From an optimization exercise on the open Yosys and OpenROAD flow, aimed at a short achievable clock period and few clock cycles; shortcuts taken in it are not production practice.
Only simulation tests tie the RTL to the original design; equivalence was not proved.
No activity file was given, so power comes from the tool's default toggle rates.

$ cat flow/config.mk
export PLATFORM = sky130hd
export DESIGN_NAME = cpu
export DESIGN_NICKNAME = cpu
export VERILOG_FILES = /design/flow/design.v
export SDC_FILE = /design/flow/constraint.sdc
export NUM_CORES = 4
export LEC_CHECK = 0
export CAP_MARGIN = 20
export CORE_MARGIN = 2
export CORE_UTILIZATION = 40
export SLEW_MARGIN = 20
$ cat flow/constraint.sdc
create_clock -name core_clock -period 5.0 [get_ports {clock}]
set_input_delay 1.0000 -clock core_clock [delete_from_list [all_inputs] [get_ports {clock}]]
set_output_delay 1.0000 -clock core_clock [all_outputs]
set_load 0.01 [all_outputs]
$ cat flow/design.v
package cpu_core_pkg;
    typedef enum logic [1:0] {
        FETCH   = 2'd0,
        LATCH   = 2'd1,
        EXECUTE = 2'd2
    } cycle_state_e;
endpackage
package cpu_isa_pkg;
    typedef enum logic [5:0] {
        NOP   = 6'd0,
        ADD   = 6'd1,
        SUB   = 6'd2,
        AND   = 6'd3,
        OR    = 6'd4,
        XOR   = 6'd5,
        LOADI = 6'd6,
        STORE = 6'd7,
        CMPLT = 6'd8,
        JUMP  = 6'd9,
        JUMPF = 6'd10
    } opcode_e;
    typedef struct packed {
        logic [16-1:0]       value;
        logic                            highlow;
        logic [3-1:0] dest;
        logic [3-1:0] src_b;
        logic [3-1:0] src_a;
        opcode_e                         opcode;
    } alu_instr_t;
    typedef struct packed {
        logic [23-1:0]    target;
        logic [3-1:0] flag_sel;
        opcode_e                         opcode;
    } jump_instr_t;
    typedef union packed {
        alu_instr_t  alu;
        jump_instr_t jump;
    } instr_u;
endpackage
`timescale 1ns/1ns
module cpu_fetch (
    input  logic                       clock,
    input  logic                       reset,
    input  logic [32-1:0] data_in,
    input  logic                       jump_taken,
    input  logic [32-1:0] jump_target,
    input  logic                       store_active,
    input  logic [32-1:0] store_address,
    output cpu_isa_pkg::instr_u                  instruction,
    output logic                       execute_phase,
    output logic [32-1:0] address,
    output logic                       rw
);
    cpu_core_pkg::cycle_state_e               state;
    cpu_core_pkg::cycle_state_e               state_next;
    logic [32-1:0] pc;
    logic [32-1:0] pc_next;
    always_comb
    begin
        case (state)
            cpu_core_pkg::FETCH:   state_next = cpu_core_pkg::LATCH;
            cpu_core_pkg::LATCH:   state_next = cpu_core_pkg::EXECUTE;
            cpu_core_pkg::EXECUTE: state_next = cpu_core_pkg::FETCH;
            default: state_next = cpu_core_pkg::FETCH;
        endcase
    end
    always_ff @(posedge clock)
    begin
        if (reset)
        begin
            state <= cpu_core_pkg::FETCH;
        end
        else
        begin
            state <= state_next;
        end
    end
    always_ff @(posedge clock)
    begin
        if (reset)
        begin
            instruction <= '0;
        end
        else if (state == cpu_core_pkg::LATCH)
        begin
            instruction <= data_in;
        end
    end
    assign pc_next = jump_taken ? jump_target : pc + 32'(1);
    always_ff @(posedge clock)
    begin
        if (reset)
        begin
            pc <= '0;
        end
        else if (state == cpu_core_pkg::EXECUTE)
        begin
            pc <= pc_next;
        end
    end
    assign execute_phase = (state == cpu_core_pkg::EXECUTE);
    assign address = store_active ? store_address : pc;
    assign rw      = ~store_active;
endmodule
`timescale 1ns/1ns
module cpu_regfile (
    input  logic                           clock,
    input  logic                           reset,
    input  logic [3-1:0] read_a_index,
    input  logic [3-1:0] read_b_index,
    input  logic [3-1:0] flag_index,
    output logic [32-1:0]      read_a_data,
    output logic [32-1:0]      read_b_data,
    output logic                            flag_data,
    input  logic                            write_enable,
    input  logic [3-1:0] write_index,
    input  logic [32-1:0]      write_data,
    input  logic                            write_flag
);
    logic [32-1:0] regs  [8];
    logic                       flags [8];
    always_ff @(posedge clock)
    begin
        if (reset)
        begin
            for (int i = 0; i < 8; i++)
            begin
                regs[i]  <= '0;
                flags[i] <= 1'b0;
            end
        end
        else if (write_enable)
        begin
            regs[write_index]  <= write_data;
            flags[write_index] <= write_flag;
        end
    end
    assign read_a_data = regs[read_a_index];
    assign read_b_data = regs[read_b_index];
    assign flag_data   = flags[flag_index];
endmodule
`timescale 1ns/1ns
module cpu_execute (
    input  cpu_isa_pkg::instr_u                       instruction,
    input  logic                            execute_phase,
    output logic [3-1:0] read_a_index,
    output logic [3-1:0] read_b_index,
    output logic [3-1:0] flag_index,
    input  logic [32-1:0]      read_a_data,
    input  logic [32-1:0]      read_b_data,
    input  logic                            flag_data,
    output logic                            write_enable,
    output logic [3-1:0] write_index,
    output logic [32-1:0]      write_data,
    output logic                            write_flag,
    output logic                            jump_taken,
    output logic [32-1:0]      jump_target,
    output logic                            store_active,
    output logic [32-1:0]      store_address,
    output logic [32-1:0]      data_out
);
    cpu_isa_pkg::alu_instr_t                alu;
    cpu_isa_pkg::jump_instr_t               jmp;
    cpu_isa_pkg::opcode_e                   opcode;
    logic [32:0]   sum;
    logic [32:0]   diff;
    logic [32-1:0] imm;
    logic                       less;
    logic [32-1:0] result;
    logic                       result_flag;
    logic                       writes_reg;
    assign alu    = instruction.alu;
    assign jmp    = instruction.jump;
    assign opcode = alu.opcode;
    assign read_a_index = alu.src_a;
    assign read_b_index = alu.src_b;
    assign flag_index   = jmp.flag_sel;
    assign sum  = {1'b0, read_a_data} + {1'b0, read_b_data};
    assign diff = {1'b0, read_a_data} - {1'b0, read_b_data};
    assign less = (read_a_data < read_b_data);
    assign imm = alu.highlow ? {alu.value, {16{1'b0}}}
                             : {{16{1'b0}}, alu.value};
    always_comb
    begin
        result      = '0;
        result_flag = 1'b0;
        writes_reg  = 1'b1;
        case (opcode)
            cpu_isa_pkg::ADD:
            begin
                result      = sum[32-1:0];
                result_flag = sum[32];
            end
            cpu_isa_pkg::SUB:
            begin
                result      = diff[32-1:0];
                result_flag = diff[32];
            end
            cpu_isa_pkg::AND:
            begin
                result      = read_a_data & read_b_data;
                result_flag = (result == '0);
            end
            cpu_isa_pkg::OR:
            begin
                result      = read_a_data | read_b_data;
                result_flag = (result == '0);
            end
            cpu_isa_pkg::XOR:
            begin
                result      = read_a_data ^ read_b_data;
                result_flag = (result == '0);
            end
            cpu_isa_pkg::LOADI:  result = imm;
            cpu_isa_pkg::CMPLT:
            begin
                result      = {{(32-1){1'b0}}, less};
                result_flag = less;
            end
            default: writes_reg = 1'b0;
        endcase
    end
    assign write_enable = execute_phase & writes_reg;
    assign write_index  = alu.dest;
    assign write_data   = result;
    assign write_flag   = result_flag;
    assign jump_taken  = execute_phase &
                         ((opcode == cpu_isa_pkg::JUMP) | ((opcode == cpu_isa_pkg::JUMPF) & flag_data));
    assign jump_target = {{(32-23){1'b0}}, jmp.target};
    assign store_active  = execute_phase & (opcode == cpu_isa_pkg::STORE);
    assign store_address = read_b_data;
    assign data_out      = store_active ? read_a_data : '0;
endmodule
`timescale 1ns/1ns
module cpu (
    input  logic                       clock,
    input  logic                       reset,
    input  logic [32-1:0] data_in,
    output logic [32-1:0] data_out,
    output logic [32-1:0] address,
    output logic                       rw
);
    cpu_isa_pkg::instr_u                        instruction;
    logic                            execute_phase;
    logic                            jump_taken;
    logic [32-1:0]      jump_target;
    logic                            store_active;
    logic [32-1:0]      store_address;
    logic [3-1:0] read_a_index;
    logic [3-1:0] read_b_index;
    logic [3-1:0] flag_index;
    logic [32-1:0]      read_a_data;
    logic [32-1:0]      read_b_data;
    logic                            flag_data;
    logic                            write_enable;
    logic [3-1:0] write_index;
    logic [32-1:0]      write_data;
    logic                            write_flag;
    cpu_fetch i_fetch (
        .clock         (clock),
        .reset         (reset),
        .data_in       (data_in),
        .jump_taken    (jump_taken),
        .jump_target   (jump_target),
        .store_active  (store_active),
        .store_address (store_address),
        .instruction   (instruction),
        .execute_phase (execute_phase),
        .address       (address),
        .rw            (rw)
    );
    cpu_regfile i_regfile (
        .clock        (clock),
        .reset        (reset),
        .read_a_index (read_a_index),
        .read_b_index (read_b_index),
        .flag_index   (flag_index),
        .read_a_data  (read_a_data),
        .read_b_data  (read_b_data),
        .flag_data    (flag_data),
        .write_enable (write_enable),
        .write_index  (write_index),
        .write_data   (write_data),
        .write_flag   (write_flag)
    );
    cpu_execute i_execute (
        .instruction   (instruction),
        .execute_phase (execute_phase),
        .read_a_index  (read_a_index),
        .read_b_index  (read_b_index),
        .flag_index    (flag_index),
        .read_a_data   (read_a_data),
        .read_b_data   (read_b_data),
        .flag_data     (flag_data),
        .write_enable  (write_enable),
        .write_index   (write_index),
        .write_data    (write_data),
        .write_flag    (write_flag),
        .jump_taken    (jump_taken),
        .jump_target   (jump_target),
        .store_active  (store_active),
        .store_address (store_address),
        .data_out      (data_out)
    );
endmodule
$ cat flow/run.sh
#!/bin/bash
# synth_recipe.tcl (not shown) runs the flow's synth.tcl, then flattens the netlist and writes it again
# the make line also repeats each setting of config.mk as NAME=value (left out here)
make -C /OpenROAD-flow-scripts/flow DESIGN_CONFIG=/design/flow/config.mk WORK_HOME=/design/flow/orfs CLKGATE_MAP_FILE= SYNTH_SCRIPT=/design/flow/synth_recipe.tcl finish
==> reports/results.ini <==
[outcome]
outcome=complete, no violations

[critical_path]
critPathMaxFanout=21
worst_path_required_time_ps=5400
worst_setup_path_end_kind=register
setup.reg_to_reg.worst_slack_ps=140
startpoint_to_endpoint_class_of_the_critical_path=register to register
r2r.worst_path.cells=14
timing.critical_path.arrival_ps=5260
endpoint=i_regfile.regs[1][31]
critical_path.startpoint_type=register
r2r-end=i_regfile.regs[1][31]

[power]
total_leakage_power_nw=9.771
vdd.ir_drop.worst_v=0.0002708
cellPowerDensity_mw_per_mm2=327.8

[yosys]
netlist-cell-type-count=87
synth.cells.most_frequent=sky130_fd_sc_hd__nor2_1 (331), sky130_fd_sc_hd__edfxtp_1 (264), sky130_fd_sc_hd__a21oi_1 (189), sky130_fd_sc_hd__nand2_1 (184), sky130_fd_sc_hd__o21ai_0 (132)
yosys_register_bits=336
mean_area_per_synthesized_cell_sq_um=10.04
yosys.cell_count.top_type=sky130_fd_sc_hd__nor2_1
synth-edff-count=264
yosys.area.top_type=sky130_fd_sc_hd__edfxtp_1
yosys_warnings=3
ys_async_sr_fraction_pct=0
synth.top_cells.by_area=sky130_fd_sc_hd__edfxtp_1 (35%), sky130_fd_sc_hd__mux4_2 (13%), sky130_fd_sc_hd__dfxtp_1 (6.3%)
synth.yosys.seq_area_share_pct=41.00
synthesis.area_sq_mm=0.02285
synth_flop_cell=sky130_fd_sc_hd__edfxtp_1
number_of_instances_in_the_synthesized_netlist=2277
yosysTopAreaCellShare_pct=34.69
synth_nets=2425

[cells_and_area]
finalNetCount=2614
area_delta_synth_final_pct=19.27
drive_above_1_share_pct=19.49

[global_routing]
number_of_antenna_violations_at_the_first_check_in_global_routing=1
groute.layer.met3.usage_pct=4.401
global_route.overflow_total=0
first_global_vias=19890
globalRouteTotalUtil_pct=30.61
grt.busiest_layer=met2
global_route.usage.met2_pct=50.63
groute.layer.met1.usage_pct=39.15
grt_max_degree=66
grt_first_pass_wirelength_um=133700

[drt]
drt_pass1_iterations=6
vias=20250
drcViolationCount=0
ant_nets=0
vias_per_inst=6.230
wl_um=91510
route.detailed.wl_per_inst_um=28.15
initial_drc_count=2058

[clocking]
clk_pin_slew_worst_paths_ps=60
htree_levels=2
clk_latency_ps=570
clk_buf_depth=3
post_cts_hold_buffer_count=0
tritoncts=done
clock_sinks=336
clock-root-buffer=sky130_fd_sc_hd__clkbuf_16
cts-buffers-inserted=39

[sta]
fin_crit_sh_pct=97.16
tns_ps=0
finalClockSkew_ps=17.59
timing_worst_slew_pin_value_ps=1158
fin_crit_ps=4858
timing_hold_violations_final=0
setup_repair_after_global_routing_missed_its_margin=false
timing_max_transition_violations_final=0
setup_violations=0
final.hold.worst_slack_ps=465.0
max_freq_mhz=205.8
relSlewSlack_pct=22.10

[floorplan]
io-pin-count=99
initial_core_util_pct=40.53
die-height_um=243.0
rows=87
placeableCoreArea_sq_mm=0.05639
dieArea_sq_mm=0.05906
die_width_um=243.0

[placement]
port-buffer-count=98
globalplace.congestion=0.9879
hpwl_um=68180

[min_path]
hold_path_startpoint=i_fetch.instruction[7]
worstHoldPathType=register to register

[run]
max-cap-violations=0

==> per-layer routing <==
| metal | routed length [um] | vias to the layer above |
|---|---|---|
| met5 | 9 | - |
| met4 | 5122 | 2 |
| met3 | 6434 | 210 |
| met2 | 43440 | 956 |
| met1 | 36500 | 10180 |
| li1 | - | 8910 |
==> worst max-delay path: stages (launching register included) <==
cell and delay (ps):
sky130_fd_sc_hd__dfxtp_4 500, sky130_fd_sc_hd__buf_12 270, sky130_fd_sc_hd__mux4_2 550, sky130_fd_sc_hd__mux2i_2 350, sky130_fd_sc_hd__inv_1 120, sky130_fd_sc_hd__ha_1 320, sky130_fd_sc_hd__a21oi_1 260, sky130_fd_sc_hd__o21a_1 180
sky130_fd_sc_hd__o21ai_0 150, sky130_fd_sc_hd__a221oi_1 460, sky130_fd_sc_hd__buf_4 210, sky130_fd_sc_hd__a311o_1 330, sky130_fd_sc_hd__nand3_1 130, sky130_fd_sc_hd__or4b_1 630, sky130_fd_sc_hd__a21oi_1 210
==> cells by family (layout without fill, tap and decap cells) <==
family | count (synthesis) | in the layout | share of synthesized area, %
adders and majority gates | 114 | 114 | 6.307
muxes | 201 | 201 | 15.92
xor gates and xnor gates | 7 | 7 | 0.2683
AOI/OAI and AO/OA | 575 | 575 | 16.54
other | 0 | 1 | 0
and+or+nand+nor | 769 | 769 | 15.28
buffers and inverters | 275 | 492 | 4.692
DFF | 336 | 336 | 41.00
==> registers in the layout, indices dropped and copies added, names as in the netlist, named ones only <==
register,flops
i_regfile.flags,8
i_fetch.pc,32
i_regfile.regs,256
i_fetch.instruction,32
i_fetch.state,2
==> what timing repair did <==
action / 4_1_cts / 5_1_grt
gates resized for setup: 0 / 9
buffers inserted: 0 / 7
endpoints found under the setup margin: 0 / 49
==> how the worst min path moves through the flow <==
stage / endpoint / slack [ps] / cells after the start
2_1_floorplan: register / 440 / 2
3_3_place_gp: register / 450 / 2
3_5_place_dp: register / 460 / 2
4_1_cts: register / 470 / 2
5_1_grt: register / 490 / 2
6_report: register / 460 / 2
==> where the power goes <==
group          total [mW]  switching [mW]  internal (mW)  leakage [nW]
Sequential           3.21           0.108           3.10          3.31
Clock                2.99            1.22           1.76         0.654
Combinational        2.74            1.70           1.03          5.80
Total                8.94            3.04           5.90          9.77
==> through the flow <==
stage | power [mW] | worst slack [ps] | std cells | instance area, sq um | utilization, %
after floorplan | 4.780 | 149.5 | 2277 | 22850 | -
after global placement | 5.903 | 141.5 | 3174 | 25840 | 45.82
after detailed placement | 5.919 | 122.5 | 3174 | 25840 | 45.82
after CTS | 8.898 | 91.24 | 3243 | 27160 | 48.17
after global routing | 9.247 | 6.676 | 3250 | 27250 | 48.34
final | 8.935 | 142.0 | 3251 | 27260 | 48.34
==> layout by cell type (no fill, tap or decap), drive strengths merged, types with 20 or more instances in the layout <==
| cell type | count |
|---|---|
| ha | 112 |
| inv | 114 |
| dfxtp | 72 |
| a31oi | 20 |
| edfxtp | 264 |
| nand3 | 45 |
| a211oi | 22 |
| a221oi | 24 |
| mux4 | 130 |
| nor3 | 39 |
| buf | 218 |
| nor2 | 335 |
| o31ai | 22 |
| nand2 | 184 |
| nand2b | 24 |
| o21ai | 133 |
| nor4 | 30 |
| mux2i | 71 |
| clkdlybuf4s50 | 97 |
| a21oi | 192 |
| clkbuf | 47 |
| nand4 | 26 |
==> layout make-up <==
type / instances / area [sq um]
Antenna cell: 1 / 2.502
Clock buffer: 47 / 1079
Clock inverter: 22 / 247.7
Fill cell: 5281 / 29130
Inverter: 108 / 405.4
Multi-Input combinational cell: 1666 / 12500
Sequential cell: 336 / 9382
Tap cell: 756 / 945.9
Timing Repair Buffer: 315 / 2696
Testbench counts, summed over its fixed seeds: cycles 59,223.

-- port drivers added, routing unchanged --
No port has a modelled driver above. Below, the same layout with a new extraction and two added sets of constraints. Step 1 sets driving cells, clkbuf_16 on the clock port and buf_2 on the other inputs (assumed; they add their load-dependent delay and slew). Step 2 times the ports against the registers' clock, not the clock port: input delays grow and output delays shrink by t, the midpoint of the rising clock arrivals with the driver on. Three values: no drivers, after step 1, after step 2; two values: the first two.
t (ns): 0.622
slack for setup (ns): 0.142 / 0.142 / 0.142
worst setup path after step 2: register to register
latest minus earliest clock arrival (ns): 0.017 / 0.018
worst data-port slew with drivers (ns): 0.07
After both steps this run still meets setup and hold. For this run, drivers alone change the setup slack by 0.000 ns; drivers and shift together by 0.000 ns.
